Context: an optimization exercise on an open-source flow, tuned for small area. The choices shown serve that exercise and are no tape-out recipe. Only simulation tests tie the RTL to the original design; equivalence was not proved.

==> v15 <==
==> flow/design.v (excerpt) <==
module radial_height_stamp_top (
  input  logic                              clk,
  input  logic                              rst,
  input  logic                              start,
  output logic                              busy,
  input  logic [rhs_pkg::COL_W-1:0]         vertex_column,
  input  logic [rhs_pkg::COL_W-1:0]         vertex_row,
  input  logic signed [rhs_pkg::HGT_W-1:0]  current_height,
  output logic                              done,
  output logic signed [rhs_pkg::HGT_W-1:0]  new_height,
  output logic                              changed,
  input  logic                              wr_en,
  input  logic [rhs_pkg::IDX_W-1:0]         wr_index,
  input  logic [rhs_pkg::CFG_W-1:0]         wr_data
);
make LEC_CHECK=0 ABC_AREA=1 CAP_MARGIN=20 CORE_MARGIN=2 CORE_UTILIZATION=55 CTS_CLUSTER_DIAMETER=100 CTS_CLUSTER_SIZE=20 SLEW_MARGIN=20 finish   # period 10.0 ns
run.sh (not shown) runs the stock make flow with config.mk's settings and CLKGATE_MAP_FILE= SYNTH_SCRIPT=/design/flow/synth_recipe.tcl, a recipe that flattens the netlist after the stock synthesis.
==> v13 (differences from v15) <==
--- a/flow/design.v
+++ b/flow/design.v
@@ -756,30 +756,30 @@
   wire sq_w665 = sq_w517 ^ sq_w578;
   assign y = {sq_w665, sq_w664, sq_w663, sq_w662, sq_w661, sq_w660, sq_w659, sq_w658, sq_w657, sq_w656, sq_w655, sq_w654, sq_w653, sq_w652, sq_w651, sq_w650, sq_w649, sq_w648, sq_w647, sq_w646, sq_w645, sq_w644, sq_w643, sq_w642, sq_w641, sq_w640, sq_w639, sq_w638, sq_w637, sq_w636, sq_w635, sq_w634, sq_w485};
 endmodule
 module rhs_divstep (
   input  logic [15:0] rem_in,
   input  logic        bit_in,
-  input  logic [16:0] nr,
+  input  logic [15:0] r,
   output logic [15:0] rem_out,
   output logic        q
 );
   logic [16:0] part;
-  logic [17:0] sum;
+  logic [17:0] diff;
   assign part    = {rem_in, bit_in};
-  assign sum     = {1'b0, part} + {1'b0, nr};
-  assign q       = sum[17];
-  assign rem_out = q ? sum[15:0] : part[15:0];
+  assign diff    = {1'b0, part} - {2'b00, r};
+  assign q       = !diff[17];
+  assign rem_out = q ? diff[15:0] : part[15:0];
 endmodule
 module rhs_root (
   input  logic                         clk,
   input  logic                         rst,
   input  logic                         in_vld,
   input  logic [rhs_pkg::PL_W-1:0]     pl_in,
   input  logic [31:0]                  rad,
-  input  logic [16:0]                  nr,
+  input  logic [15:0]                  r,
   output logic                         out_vld,
   output logic [rhs_pkg::PL_W-1:0]     pl_out,
   output logic [15:0]                  t,
   output logic                         fz
 );
   localparam int unsigned N = 33;
@@ -838,23 +838,23 @@
     if (k < 16) begin : g_dwait
       assign drem_n = drem_s[k];
       assign q_n    = q_s[k];
       assign lt_n   = lt_s[k];
       assign eq_n   = eq_s[k];
     end else if (k == 16) begin : g_dfirst
-      logic [17:0] sum0;
-      assign sum0   = {2'b00, rt_s[k][15:0]} + {1'b0, nr};
-      assign lt_n   = !sum0[17];
-      assign eq_n   = (sum0[16:0] == '0);
+      logic [16:0] diff0;
+      assign diff0  = {1'b0, rt_s[k][15:0]} - {1'b0, r};
+      assign lt_n   = diff0[16];
+      assign eq_n   = (diff0[15:0] == '0);
       assign drem_n = rt_s[k][15:0];
       assign q_n    = '0;
     end else begin : g_dbit
       rhs_divstep u_step (
         .rem_in  (drem_s[k]),
         .bit_in  (rt_s[k][0]),
-        .nr      (nr),
+        .r       (r),
         .rem_out (drem_n),
         .q       (q_n[0])
       );
       assign q_n[15:1] = q_s[k][14:0];
       assign lt_n      = lt_s[k];
       assign eq_n      = eq_s[k];
@@ -3083,16 +3083,17 @@
   input  logic [rhs_pkg::IDX_W-1:0]         wr_index,
   input  logic [rhs_pkg::CFG_W-1:0]         wr_data
 );
   logic [rhs_pkg::MODE_W-1:0]       cfg_mode;
   logic [rhs_pkg::POS_W-1:0]        cfg_ccol;
   logic [rhs_pkg::POS_W-1:0]        cfg_crow;
-  logic [rhs_pkg::RAD_W:0]          cfg_nrad;
+  logic [rhs_pkg::RAD_W-1:0]        cfg_radius;
   logic [rhs_pkg::STR_W-1:0]        cfg_strength;
   logic signed [rhs_pkg::HGT_W-1:0] cfg_cheight;
   logic [rhs_pkg::SIDE_W-1:0]       cfg_side;
+  logic [rhs_pkg::RAD_W-1:0]        r_eff;
   logic                      accept;
   logic                      f_vld, d_vld, l_vld;
   logic [rhs_pkg::PL_W-1:0]  f_pl, d_pl, l_pl;
   logic [31:0]               f_d2;
   logic [15:0]               d_t;
   logic                      d_fz;
@@ -3109,30 +3110,31 @@
   assign accept = start && !busy;
   always_ff @(posedge clk) begin
     if (rst) begin
       cfg_mode     <= '0;
       cfg_ccol     <= '0;
       cfg_crow     <= '0;
-      cfg_nrad     <= 17'h20000 - 17'(rhs_pkg::RADIUS_RESET);
+      cfg_radius   <= rhs_pkg::RADIUS_RESET;
       cfg_strength <= '0;
       cfg_cheight  <= '0;
       cfg_side     <= rhs_pkg::SIDE_RESET;
     end else if (wr_en) begin
       case (wr_index)
         3'd0: cfg_mode     <= wr_data[rhs_pkg::MODE_W-1:0];
         3'd1: cfg_ccol     <= wr_data[rhs_pkg::POS_W-1:0];
         3'd2: cfg_crow     <= wr_data[rhs_pkg::POS_W-1:0];
-        3'd3: cfg_nrad     <= (wr_data[rhs_pkg::RAD_W-1:0] == '0) ? 17'h1ffff
-                                                                  : 17'h20000 - {1'b0, wr_data[rhs_pkg::RAD_W-1:0]};
+        3'd3: cfg_radius   <= (wr_data[rhs_pkg::RAD_W-1:0] == '0) ? rhs_pkg::RAD_W'(1)
+                                                                  : wr_data[rhs_pkg::RAD_W-1:0];
         3'd4: cfg_strength <= wr_data[rhs_pkg::STR_W-1:0];
         3'd5: cfg_cheight  <= wr_data[rhs_pkg::HGT_W-1:0];
         3'd6: cfg_side     <= wr_data[rhs_pkg::SIDE_W-1:0];
         default: ;
       endcase
     end
   end
+  assign r_eff = cfg_radius;
   rhs_front u_front (
     .clk     (clk),
     .rst     (rst),
     .in_vld  (accept),
     .col     (vertex_column),
     .row     (vertex_row),
@@ -3147,13 +3149,13 @@
   rhs_root u_root (
     .clk     (clk),
     .rst     (rst),
     .in_vld  (f_vld),
     .pl_in   (f_pl),
     .rad     (f_d2),
-    .nr      (cfg_nrad),
+    .r       (r_eff),
     .out_vld (d_vld),
     .pl_out  (d_pl),
     .t       (d_t),
     .fz      (d_fz)
   );
   rhs_falloff u_falloff (
- CTS_CLUSTER_DIAMETER: 100 -> 200
==> results.txt <==
Syn Inst Count - 13060
GRT met1 Usage - 0.3749
Synth Area in Compound Gates - 0.1543
Status - complete, no violations
Mapped Area - 100900 um^2
Sequential area share after synthesis - 0.2100
Initial antenna violation count - 7
Finished Core Util - 0.5864
Total GRT Usage - 0.3021
DP Area - 105000 um^2
Synth top area cells - dfxtp_1 (21%), fa_1 (15%), ha_1 (14%)
Source of the figures above: v13

==> results.txt <==
Mapped Area - 100900 um^2
GRT met1 Usage - 0.3804
Total GRT Usage - 0.3034
Syn Inst Count - 13120
Finished Core Util - 0.5952
Status - complete, no violations
Source of the figures above: v15


========
==> inputs of run a <==
radial_height_stamp_top with an RTL version that a note above also has.
export LEC_CHECK = 0
export ABC_AREA = 1
export CAP_MARGIN = 20
export CORE_MARGIN = 2
export CORE_UTILIZATION = 65
export CTS_CLUSTER_DIAMETER = 200
export CTS_CLUSTER_SIZE = 20
export PLACE_DENSITY = 0.72
export SLEW_MARGIN = 20
create_clock -name core_clock -period 10.0 [get_ports {clk}]
==> inputs of run b, as changes to run a <==
- CORE_UTILIZATION: 65 -> 40
- CTS_CLUSTER_DIAMETER: 200 -> default
- CTS_CLUSTER_SIZE: 20 -> default
- PLACE_DENSITY: 0.72 -> default
==> results.txt <==
	run b	run a
Result of the run	timing/DRC/antenna clean	timing/DRC/antenna clean
Master of the slowest instance on the critical path	dfxtp_1	a2111oi_0
Cell area after placement	106,000 um2	105,000 um2
Reg2reg path depth	60	47
Total global routing track utilization	20.5%	35.0%
R2r endpoint	u_root.rem_s[18][4]$_DFF_P_	u_root.rem_s[27][26]$_DFF_P_
Proportion of cell area occupied by registers	19.2%	19.8%
Die height	506 um	398 um
Number of antenna violations at the first check in global routing	4	9
Global routing usage on met1	27.6%	42.1%
Number of global-route vias before repair	80,800	88,700
Reg-to-reg setup timing slack	760 ps	610 ps
Proportion of layout cells with a drive suffix above 1	5.00%	4.72%
Number of stages on the worst setup path	60	47
Tap cell count	3,348	2,044
Worst Hold Path EP	u_root.pl_s[9][14]$_DFF_P_	u_root.rt_s[24][6]$_DFF_P_

-- afterwards: timing with drivers on the ports --
No port has a modelled driver above. Below, the same layouts with a new extraction and two added sets of constraints.
Step 1 assumes that a clkbuf_16 drives the clock port and a buf_2 every other input.
Step 2 also shifts input and output timing later by t, the mid clock arrival at the registers, as if the neighbouring blocks saw the same clock.
a / b / c = ideal ports / drivers / drivers and shift; a / b = the first two.
run | t, ns | slack for setup (ns) | slew at the worst register clock pin (ns) | pins driven straight from the clock port
v15 | 0.807 | 0.651 / 0.651 / 0.651 | 0.09 / 0.09 | 1
v13 | 0.837 | 0.643 / 0.643 / 0.643 | 0.12 / 0.12 | 1
run a | 0.802 | 0.614 / 0.614 / 0.614 | 0.11 / 0.11 | 1
run b | 0.829 | 0.761 / 0.761 / 0.761 | 0.07 / 0.07 | 1
After both steps every run listed still meets setup and hold.
